From an optimization exercise on the open Yosys and OpenROAD flow, aimed at small area; shortcuts taken in it are not production practice.
RTL that was checked went through simulation tests only; none was proved equivalent to the original.
Power and IR drop assume default switching activity.

Setup of v6:
==> module rv_rdhalf, before the edit <==
module rv_rdhalf (
    input  logic [3:0]                  hi_i,
    input  logic [7:0]                  lo_i,
    input  logic                        ext_s_i,
    input  logic                        fwd_s_i,
    input  logic [16*(32-1)-1:0] regs_i,    
    input  logic [15:0]                 ext_d_i,
    input  logic [15:0]                 fwd_d_i,
    output logic [15:0]                 data_o
);
    logic [32+1:1] sel;
    for (genvar r = 1; r < 32; r++) begin : g_sel
        assign sel[r] = hi_i[r/8] & lo_i[r%8];
    end
    assign sel[32]   = ext_s_i;
    assign sel[32+1] = fwd_s_i;
    for (genvar i = 0; i < 16; i++) begin : g_bit
        logic [32-1:1] col;
        for (genvar r = 1; r < 32; r++) begin : g_col
            assign col[r] = regs_i[(r-1)*16+i];
        end
        rv_sel33 u_sel (
            .d ({fwd_d_i[i], ext_d_i[i], col}),
            .s (sel),
            .y (data_o[i])
        );
    end
endmodule
==> module rv_regfile, before the edit <==
module rv_regfile (
    input  logic                        clk_i,
    input  logic                        arst_n_i,
    input  logic                        rd1_en_i,
    input  logic [5-1:0]   rd1_addr_i,
    input  logic                        rd1_ext_s_i,
    input  logic                        rd1_fwd_i,    
    input  logic [32-1:0]         rd1_ext_d_i,
    input  logic                        rd2_en_i,
    input  logic [5-1:0]   rd2_addr_i,
    input  logic                        rd2_ext_s_i,
    input  logic                        rd2_fwd_i,
    input  logic [32-1:0]         rd2_ext_d_i,
    input  logic                        clr_i,      
    input  logic [5-1:0]   clr_addr_i,  
    input  logic                        we_i,       
    input  logic [5-1:0]   waddr_i,
    input  logic [32-1:0]         wdata_i,
    output logic [32-1:0]         rd1_data_o,
    output logic [32-1:0]         rd2_data_o
);
    logic [32-1:0] regs [1:32-1];
    logic [32-1:1] clr, set;
    logic [3:0]             hi1, hi2;
    logic [7:0]             lo1, lo2;
    logic [16*(32-1)-1:0] half [0:1];
    for (genvar k = 0; k < 4; k++) begin : g_hi
        assign hi1[k] = rd1_en_i && rd1_addr_i[4:3] == k;
        assign hi2[k] = rd2_en_i && rd2_addr_i[4:3] == k;
    end
    for (genvar k = 0; k < 8; k++) begin : g_lo
        assign lo1[k] = rd1_addr_i[2:0] == k;
        assign lo2[k] = rd2_addr_i[2:0] == k;
    end
    for (genvar r = 1; r < 32; r++) begin : g_reg
        logic [32-1:0] nxt;
        assign clr[r] = !arst_n_i || (clr_i && clr_addr_i == r);
        assign set[r] = we_i && waddr_i == r && !clr[r];
        for (genvar i = 0; i < 32; i++) begin : g_b
            rv_rfbit u_b (.q (regs[r][i]), .c (!clr[r]), .s (set[r]), .w (wdata_i[i]),
                          .y (nxt[i]));
        end
        always_ff @(posedge clk_i) begin
            regs[r] <= nxt;
        end
        assign half[0][(r-1)*16 +: 16] = regs[r][15:0];
        assign half[1][(r-1)*16 +: 16] = regs[r][31:16];
    end
    for (genvar h = 0; h < 2; h++) begin : g_half
        rv_rdhalf u_rd1 (
            .hi_i    (hi1),
            .lo_i    (lo1),
            .ext_s_i (rd1_ext_s_i),
            .fwd_s_i (rd1_fwd_i),
            .regs_i  (half[h]),
            .ext_d_i (rd1_ext_d_i[16*h +: 16]),
            .fwd_d_i (wdata_i[16*h +: 16]),
            .data_o  (rd1_data_o[16*h +: 16])
        );
        rv_rdhalf u_rd2 (
            .hi_i    (hi2),
            .lo_i    (lo2),
            .ext_s_i (rd2_ext_s_i),
            .fwd_s_i (rd2_fwd_i),
            .regs_i  (half[h]),
            .ext_d_i (rd2_ext_d_i[16*h +: 16]),
            .fwd_d_i (wdata_i[16*h +: 16]),
            .data_o  (rd2_data_o[16*h +: 16])
        );
    end
endmodule
export LEC_CHECK = 0
export CAP_MARGIN = 20
export CORE_MARGIN = 2
export CORE_UTILIZATION = 50
export PLACE_DENSITY = 0.65
export SETUP_SLACK_MARGIN = 0.2
export SLEW_MARGIN = 20
export SYNTH_HIERARCHICAL = 1
create_clock -name core_clock -period 6.5 [get_ports {clk_i}]
standard.sh (not shown) runs the stock make flow with config.mk's settings and CLKGATE_MAP_FILE= SYNTH_SCRIPT=/design/flow/synth_recipe.tcl, a recipe that flattens the netlist after the stock synthesis.
==> flow/flow/run.sh <==
#!/bin/bash
# Layout: the standard ORFS flow (standard.sh) with three changes:
#  - clock tree: clkbuf_4 clock buffers, sink clusters of at most 9 within
#    40 um, and no dummy loads,
#  - port buffers: buf_1 instead of the default delay buffer,
#  - before global placement, weak gates driving many loads get the next
#    drive strength (flow/upsize_hf.tcl), which saves buffers.
# make's output goes to flow.log; ORFS writes each step's log under orfs/logs.
set -euo pipefail
here=$(pwd)
bash standard.sh \
  "CTS_ARGS=-sink_clustering_enable -repair_clock_nets -dont_use_dummy_load -buf_list sky130_fd_sc_hd__clkbuf_4 -sink_clustering_size 9 -sink_clustering_max_diameter 40" \
  "BUFFER_PORTS_ARGS=-buffer_cell sky130_fd_sc_hd__buf_1" \
  "PRE_GLOBAL_PLACE_TCL=$here/flow/upsize_hf.tcl" \
  finish > flow.log 2>&1
==> flow/flow/upsize_hf.tcl <==
# Before global placement: a logic gate (not a flip-flop or buffer) that
# drives 10 or more loads and has the smallest drive of its family is given
# the next drive strength up, so that fewer buffers are needed on the
# register file's select, clear and set lines.
set n 0
set db [ord::get_db]
set block [ord::get_db_block]
foreach inst [$block getInsts] {
  set m [[$inst getMaster] getName]
  if {![regexp {^(sky130_fd_sc_hd__[a-z0-9]+)_([01])$} $m -> fam sz]} { continue }
  if {[regexp {__(df|edf|sdf|dl|buf|clkbuf|conb|tap|fill|decap|inv|clkinv)} $fam]} { continue }
  set to ${fam}_2
  if {[$db findMaster $to] eq "NULL"} { continue }
  set fo 0
  foreach it [$inst getITerms] {
    if {[$it isOutputSignal]} {
      set net [$it getNet]
      if {$net ne "NULL"} { foreach x [$net getITerms] { if {[$x isInputSignal]} { incr fo } } }
    }
  }
  if {$fo >= 10} {
    replace_cell [$inst getName] $to
    incr n
  }
}
puts "upsize_hf: resized $n gates"
#### Input delta (v7 over v6)
--- a/flow/design.v
+++ b/flow/design.v
@@ -6,22 +6,23 @@
 `default_nettype wire
 `timescale 1ns/1ps
 `default_nettype none
 module rv_rdhalf (
     input  logic [3:0]                  hi_i,
     input  logic [7:0]                  lo_i,
+    input  logic [32-1:1]      vld_i,
     input  logic                        ext_s_i,
     input  logic                        fwd_s_i,
     input  logic [16*(32-1)-1:0] regs_i,    
     input  logic [15:0]                 ext_d_i,
     input  logic [15:0]                 fwd_d_i,
     output logic [15:0]                 data_o
 );
     logic [32+1:1] sel;
     for (genvar r = 1; r < 32; r++) begin : g_sel
-        assign sel[r] = hi_i[r/8] & lo_i[r%8];
+        assign sel[r] = hi_i[r/8] & lo_i[r%8] & vld_i[r];
     end
     assign sel[32]   = ext_s_i;
     assign sel[32+1] = fwd_s_i;
     for (genvar i = 0; i < 16; i++) begin : g_bit
         logic [32-1:1] col;
         for (genvar r = 1; r < 32; r++) begin : g_col
@@ -53,12 +54,13 @@
     input  logic [5-1:0]   waddr_i,
     input  logic [32-1:0]         wdata_i,
     output logic [32-1:0]         rd1_data_o,
     output logic [32-1:0]         rd2_data_o
 );
     logic [32-1:0] regs [1:32-1];
+    logic [32-1:1] vld;
     logic [32-1:1] clr, set;
     logic [3:0]             hi1, hi2;
     logic [7:0]             lo1, lo2;
     logic [16*(32-1)-1:0] half [0:1];
     for (genvar k = 0; k < 4; k++) begin : g_hi
         assign hi1[k] = rd1_en_i && rd1_addr_i[4:3] == k;
@@ -67,14 +69,18 @@
     for (genvar k = 0; k < 8; k++) begin : g_lo
         assign lo1[k] = rd1_addr_i[2:0] == k;
         assign lo2[k] = rd2_addr_i[2:0] == k;
     end
     for (genvar r = 1; r < 32; r++) begin : g_reg
         logic [32-1:0] nxt;
-        assign clr[r] = !arst_n_i || (clr_i && clr_addr_i == r);
+        assign clr[r] = clr_i && clr_addr_i == r;
         assign set[r] = we_i && waddr_i == r && !clr[r];
+        always_ff @(posedge clk_i or negedge arst_n_i) begin
+            if (!arst_n_i)   vld[r] <= 1'b0;
+            else if (clr[r]) vld[r] <= 1'b1;
+        end
         for (genvar i = 0; i < 32; i++) begin : g_b
             rv_rfbit u_b (.q (regs[r][i]), .c (!clr[r]), .s (set[r]), .w (wdata_i[i]),
                           .y (nxt[i]));
         end
         always_ff @(posedge clk_i) begin
             regs[r] <= nxt;
@@ -83,22 +89,24 @@
         assign half[1][(r-1)*16 +: 16] = regs[r][31:16];
     end
     for (genvar h = 0; h < 2; h++) begin : g_half
         rv_rdhalf u_rd1 (
             .hi_i    (hi1),
             .lo_i    (lo1),
+            .vld_i   (vld),
             .ext_s_i (rd1_ext_s_i),
             .fwd_s_i (rd1_fwd_i),
             .regs_i  (half[h]),
             .ext_d_i (rd1_ext_d_i[16*h +: 16]),
             .fwd_d_i (wdata_i[16*h +: 16]),
             .data_o  (rd1_data_o[16*h +: 16])
         );
         rv_rdhalf u_rd2 (
             .hi_i    (hi2),
             .lo_i    (lo2),
+            .vld_i   (vld),
             .ext_s_i (rd2_ext_s_i),
             .fwd_s_i (rd2_fwd_i),
             .regs_i  (half[h]),
             .ext_d_i (rd2_ext_d_i[16*h +: 16]),
             .fwd_d_i (wdata_i[16*h +: 16]),
             .data_o  (rd2_data_o[16*h +: 16])
==> summary.txt <==
In v7, final worst-path setup slack is higher than in v6. Changes observed in v7 relative to v6: sequential fraction of total cell area grew by 1.1 points; final standard cell utilization of the core shrank by 1.1 points; power consumption grew by about 1.6%. Compared v7 vs v6, and share of layout cells above drive strength 1 is down in v7. Diff v7 and v6: final setup skew higher in v7. In v7 the number of rows created at floorplan turned out about 1.8% higher than in v6. From v6 to v7 the numbers moved as follows: total detailed-routing wirelength up 3300 µm, actual transition at the worst max-transition pin down 0.075 ns.

========
Setup of the reference run:
Another version of the RTL of rv_pipe (not shown whole).
Size: roughly 48000 um2 of cells after synthesis.
==> module rv_rdhalf, before the edit <==
module rv_rdhalf (
    input  logic [3:0]                  hi_i,
    input  logic [7:0]                  lo_i,
    input  logic [32-1:1]      rd_ok_i,
    input  logic                        ext_s_i,
    input  logic                        fwd_s_i,
    input  logic [16*(32-1)-1:0] regs_i,    
    input  logic [15:0]                 ext_d_i,
    input  logic [15:0]                 fwd_d_i,
    output logic [15:0]                 data_o
);
    logic [32+1:1] sel;
    for (genvar r = 1; r < 32; r++) begin : g_sel
        assign sel[r] = hi_i[r/8] & lo_i[r%8] & rd_ok_i[r];
    end
    assign sel[32]   = ext_s_i;
    assign sel[32+1] = fwd_s_i;
    for (genvar i = 0; i < 16; i++) begin : g_bit
        logic [32-1:1] col;
        for (genvar r = 1; r < 32; r++) begin : g_col
            assign col[r] = regs_i[(r-1)*16+i];
        end
        rv_sel33 u_sel (
            .d ({fwd_d_i[i], ext_d_i[i], col}),
            .s (sel),
            .y (data_o[i])
        );
    end
endmodule
==> module rv_regfile, before the edit <==
module rv_regfile (
    input  logic                        clk_i,
    input  logic                        arst_n_i,
    input  logic                        rd1_en_i,
    input  logic [5-1:0]   rd1_addr_i,
    input  logic                        rd1_ext_s_i,
    input  logic [32-1:0]         rd1_ext_d_i,
    input  logic                        rd2_en_i,
    input  logic [5-1:0]   rd2_addr_i,
    input  logic                        rd2_ext_s_i,
    input  logic [32-1:0]         rd2_ext_d_i,
    input  logic                        we_i,
    input  logic [5-1:0]   waddr_i,
    input  logic [32-1:0]         wdata_i,
    output logic [32-1:0]         rd1_data_o,
    output logic [32-1:0]         rd2_data_o
);
    logic [32-1:0] regs [1:32-1];
    logic [32-1:1] vld;
    logic [32-1:1] wen;
    logic [32-1:1] rd_ok;    
    logic [3:0]             hi1, hi2;
    logic [7:0]             lo1, lo2;
    logic                   fwd_ok, fwd1, fwd2;
    logic [16*(32-1)-1:0] half [0:1];
    assign fwd_ok = we_i && waddr_i != '0;
    assign fwd1   = rd1_en_i && fwd_ok && rd1_addr_i == waddr_i;
    assign fwd2   = rd2_en_i && fwd_ok && rd2_addr_i == waddr_i;
    for (genvar k = 0; k < 4; k++) begin : g_hi
        assign hi1[k] = rd1_en_i && rd1_addr_i[4:3] == k;
        assign hi2[k] = rd2_en_i && rd2_addr_i[4:3] == k;
    end
    for (genvar k = 0; k < 8; k++) begin : g_lo
        assign lo1[k] = rd1_addr_i[2:0] == k;
        assign lo2[k] = rd2_addr_i[2:0] == k;
    end
    for (genvar r = 1; r < 32; r++) begin : g_reg
        assign wen[r]   = we_i && waddr_i == r;
        assign rd_ok[r] = vld[r] && !wen[r];
        always_ff @(posedge clk_i or negedge arst_n_i) begin
            if (!arst_n_i)   vld[r] <= 1'b0;
            else if (wen[r]) vld[r] <= 1'b1;
        end
        always_ff @(posedge clk_i) begin
            if (wen[r]) regs[r] <= wdata_i;
        end
        assign half[0][(r-1)*16 +: 16] = regs[r][15:0];
        assign half[1][(r-1)*16 +: 16] = regs[r][31:16];
    end
    for (genvar h = 0; h < 2; h++) begin : g_half
        rv_rdhalf u_rd1 (
            .hi_i    (hi1),
            .lo_i    (lo1),
            .rd_ok_i (rd_ok),
            .ext_s_i (rd1_ext_s_i),
            .fwd_s_i (fwd1),
            .regs_i  (half[h]),
            .ext_d_i (rd1_ext_d_i[16*h +: 16]),
            .fwd_d_i (wdata_i[16*h +: 16]),
            .data_o  (rd1_data_o[16*h +: 16])
        );
        rv_rdhalf u_rd2 (
            .hi_i    (hi2),
            .lo_i    (lo2),
            .rd_ok_i (rd_ok),
            .ext_s_i (rd2_ext_s_i),
            .fwd_s_i (fwd2),
            .regs_i  (half[h]),
            .ext_d_i (rd2_ext_d_i[16*h +: 16]),
            .fwd_d_i (wdata_i[16*h +: 16]),
            .data_o  (rd2_data_o[16*h +: 16])
        );
    end
endmodule
==> module rv_pipe, before the edit <==
module rv_pipe (
    input  logic                        clk_i,
    input  logic                        arst_n_i,
    input  logic                        inst_valid_i,
    input  logic [32-1:0]         inst_addr_i,
    input  logic [32-1:0]         inst_i,
    output logic                        wb_we_o,
    output logic [5-1:0]   wb_waddr_o,
    output logic [32-1:0]         wb_wdata_o
);
    logic        we, is_op, is_u, is_pc;
    logic [24:0] fld;
    logic [31:0] pc;
    logic [4:0]  rd, rs1, rs2;
    logic [2:0]  f3;
    logic        alt;
    logic [31:0] rdata1, rdata2, op1, op2, imm, result;
    rv_decode u_decode (
        .clk_i        (clk_i),
        .arst_n_i     (arst_n_i),
        .inst_valid_i (inst_valid_i),
        .inst_addr_i  (inst_addr_i),
        .inst_i       (inst_i),
        .we_o         (we),
        .is_op_o      (is_op),
        .is_u_o       (is_u),
        .is_pc_o      (is_pc),
        .fld_o        (fld),
        .pc_o         (pc)
    );
    assign rd  = fld[4:0];
    assign rs1 = fld[12:8];
    assign rs2 = fld[17:13];
    assign f3  = is_u ? 3'b000 : fld[7:5];
    assign alt = is_op ? fld[23] : (!is_u && fld[7:5] == 3'b101 && fld[23]);
    assign imm = is_u ? {fld[24:5], 12'd0} : {{20{fld[24]}}, fld[24:13]};
    rv_regfile u_regfile (
        .clk_i      (clk_i),
        .arst_n_i   (arst_n_i),
        .rd1_en_i    (~is_u),
        .rd1_addr_i  (rs1),
        .rd1_ext_s_i (is_u & is_pc),
        .rd1_ext_d_i (pc),
        .rd2_en_i    (is_op),
        .rd2_addr_i  (rs2),
        .rd2_ext_s_i (~is_op),
        .rd2_ext_d_i (imm),
        .we_i        (wb_we_o),
        .waddr_i     (wb_waddr_o),
        .wdata_i     (wb_wdata_o),
        .rd1_data_o (rdata1),
        .rd2_data_o (rdata2)
    );
    assign op1 = rdata1;
    assign op2 = rdata2;
    rv_execute u_execute (
        .f3_i     (f3),
        .alt_i    (alt),
        .op1_i    (op1),
        .op2_i    (op2),
        .result_o (result)
    );
    rv_retire u_retire (
        .clk_i      (clk_i),
        .arst_n_i   (arst_n_i),
        .we_i       (we),
        .waddr_i    (rd),
        .wdata_i    (result),
        .wb_we_o    (wb_we_o),
        .wb_waddr_o (wb_waddr_o),
        .wb_wdata_o (wb_wdata_o)
    );
endmodule
clock: 6.5 ns
lec_check: 0
cap_margin: 20
core_margin: 2
core_utilization: 40
place_density: 0.6
setup_slack_margin: 0.05
slew_margin: 20
synth_hierarchical: 1
==> flow/flow/run.sh <==
#!/bin/bash
# Layout: the standard ORFS flow (standard.sh) with two changes:
#  - clock tree: clkbuf_4 clock buffers, sink clusters of at most 9 within
#    40 um, and no dummy loads,
#  - port buffers: buf_1 instead of the default delay buffer.
# make's output goes to flow.log; ORFS writes each step's log under orfs/logs.
set -euo pipefail
bash standard.sh \
  "CTS_ARGS=-sink_clustering_enable -repair_clock_nets -dont_use_dummy_load -buf_list sky130_fd_sc_hd__clkbuf_4 -sink_clustering_size 9 -sink_clustering_max_diameter 40" \
  "BUFFER_PORTS_ARGS=-buffer_cell sky130_fd_sc_hd__buf_1" \
  finish > flow.log 2>&1
The reference run | stages: all done | timing, DRC, antenna: all pass
[inputs] the trial run vs the reference run
-- flow/design.v --
<<< the reference run, line 10
    input  logic [3:0]                  hi_i,
    input  logic [7:0]                  lo_i,
    input  logic [32-1:1]      rd_ok_i,
    input  logic                        ext_s_i,
    input  logic                        fwd_s_i,
>>> the trial run, line 10
    input  logic [3:0]                  hi_i,
    input  logic [7:0]                  lo_i,
    input  logic [32-1:1]      vld_i,
    input  logic                        ext_s_i,
    input  logic                        fwd_s_i,
<<< the reference run, line 20
    logic [32+1:1] sel;
    for (genvar r = 1; r < 32; r++) begin : g_sel
        assign sel[r] = hi_i[r/8] & lo_i[r%8] & rd_ok_i[r];
    end
    assign sel[32]   = ext_s_i;
>>> the trial run, line 20
    logic [32+1:1] sel;
    for (genvar r = 1; r < 32; r++) begin : g_sel
        assign sel[r] = hi_i[r/8] & lo_i[r%8] & vld_i[r];
    end
    assign sel[32]   = ext_s_i;
<<< the reference run, line 47
    input  logic                        rd2_ext_s_i,
    input  logic [32-1:0]         rd2_ext_d_i,
    input  logic                        we_i,
    input  logic [5-1:0]   waddr_i,
    input  logic [32-1:0]         wdata_i,
>>> the trial run, line 47
    input  logic                        rd2_ext_s_i,
    input  logic [32-1:0]         rd2_ext_d_i,
    input  logic                        clr_i,      
    input  logic [5-1:0]   clr_addr_i,  
    input  logic                        we_i,       
    input  logic [5-1:0]   waddr_i,
    input  logic [32-1:0]         wdata_i,
<<< the reference run, line 55
    logic [32-1:0] regs [1:32-1];
    logic [32-1:1] vld;
    logic [32-1:1] wen;
    logic [32-1:1] rd_ok;    
    logic [3:0]             hi1, hi2;
    logic [7:0]             lo1, lo2;
>>> the trial run, line 57
    logic [32-1:0] regs [1:32-1];
    logic [32-1:1] vld;
    logic [32-1:1] clr, set;
    logic [3:0]             hi1, hi2;
    logic [7:0]             lo1, lo2;
<<< the reference run, line 73
    end
    for (genvar r = 1; r < 32; r++) begin : g_reg
        assign wen[r]   = we_i && waddr_i == r;
        assign rd_ok[r] = vld[r] && !wen[r];
        always_ff @(posedge clk_i or negedge arst_n_i) begin
            if (!arst_n_i)   vld[r] <= 1'b0;
            else if (wen[r]) vld[r] <= 1'b1;
        end
        always_ff @(posedge clk_i) begin
            if (wen[r]) regs[r] <= wdata_i;
        end
        assign half[0][(r-1)*16 +: 16] = regs[r][15:0];
>>> the trial run, line 74
    end
    for (genvar r = 1; r < 32; r++) begin : g_reg
        logic [32-1:0] nxt;
        assign clr[r] = clr_i && clr_addr_i == r;
        assign set[r] = we_i && waddr_i == r && !clr[r];
        always_ff @(posedge clk_i or negedge arst_n_i) begin
            if (!arst_n_i)   vld[r] <= 1'b0;
            else if (clr[r]) vld[r] <= 1'b1;
        end
        for (genvar i = 0; i < 32; i++) begin : g_b
            rv_rfbit u_b (.q (regs[r][i]), .c (!clr[r]), .s (set[r]), .w (wdata_i[i]),
                          .y (nxt[i]));
        end
        always_ff @(posedge clk_i) begin
            regs[r] <= nxt;
        end
        assign half[0][(r-1)*16 +: 16] = regs[r][15:0];
<<< the reference run, line 89
            .hi_i    (hi1),
            .lo_i    (lo1),
            .rd_ok_i (rd_ok),
            .ext_s_i (rd1_ext_s_i),
            .fwd_s_i (fwd1),
>>> the trial run, line 95
            .hi_i    (hi1),
            .lo_i    (lo1),
            .vld_i   (vld),
            .ext_s_i (rd1_ext_s_i),
            .fwd_s_i (fwd1),
<<< the reference run, line 100
            .hi_i    (hi2),
            .lo_i    (lo2),
            .rd_ok_i (rd_ok),
            .ext_s_i (rd2_ext_s_i),
            .fwd_s_i (fwd2),
>>> the trial run, line 106
            .hi_i    (hi2),
            .lo_i    (lo2),
            .vld_i   (vld),
            .ext_s_i (rd2_ext_s_i),
            .fwd_s_i (fwd2),
<<< the reference run, line 360
    assign y = ~(a & b & c);
endmodule
module rv_nand2 (
    input  logic a, b,
>>> the trial run, line 366
    assign y = ~(a & b & c);
endmodule
module rv_rfbit (
    input  logic q, c, s, w,
    output logic y
);
    assign y = (q & c) | (s & w);
endmodule
module rv_nand2 (
    input  logic a, b,
<<< the reference run, line 479
        .rd2_ext_s_i (~is_op),
        .rd2_ext_d_i (imm),
        .we_i        (wb_we_o),
        .waddr_i     (wb_waddr_o),
>>> the trial run, line 491
        .rd2_ext_s_i (~is_op),
        .rd2_ext_d_i (imm),
        .clr_i       (we),
        .clr_addr_i  (rd),
        .we_i        (wb_we_o),
        .waddr_i     (wb_waddr_o),
==> summary.txt <==
Delta (the trial run minus the reference run): global-route usage rose by 6.4 points, core area moved down.
Compared the trial run vs the reference run, and setup slack of the worst register-to-register path is up in the trial run.
Between the reference run and the trial run, the final wirelength is lower for the reference run.
The trial run vs. the reference run: final cell count rose by about 20%; share of synthesized flip-flops with an asynchronous set or reset stayed essentially flat; mux contribution to synthesized area stayed essentially flat.
Compared with the reference run, in the trial run combinational share of power saw an increase; final area decreased 1.1%.
No functional check of the RTL was part of the reference run.

[static timing again, ports no longer ideal]
In the flow no input, the clock included, has a driving cell. The finished layouts below were timed again as built, in two steps.
Step 1: set_driving_cell puts a clkbuf_16 on clk_i and a buf_2 on each other input, an assumption about the parent block.
Step 2 adds t to the input delays and takes it off the output delays; t is the mean of the earliest and latest rising clock arrival at the registers after step 1. Input paths then give back, and output paths get back, about the clock's delay inside the block.
Slacks: ideal / step 1 / step 2; pairs: ideal / step 1.
run | shift t [ns] | slack for setup (ns) | clock arrival spread, ns | worst slew at a driven data input, ns
v6 | 1.168 | 0.454 / 0.454 / 0.454 | 0.107 / 0.106 | 0.04
v7 | 1.180 | 0.566 / 0.566 / 0.566 | 0.140 / 0.140 | 0.04
the reference run | 1.150 | 0.206 / 0.206 / 0.206 | 0.127 / 0.127 | 0.07
the trial run | 1.196 | 0.235 / 0.235 / 0.235 | 0.192 / 0.191 | 0.07
After both steps setup and hold are still met in every run listed.
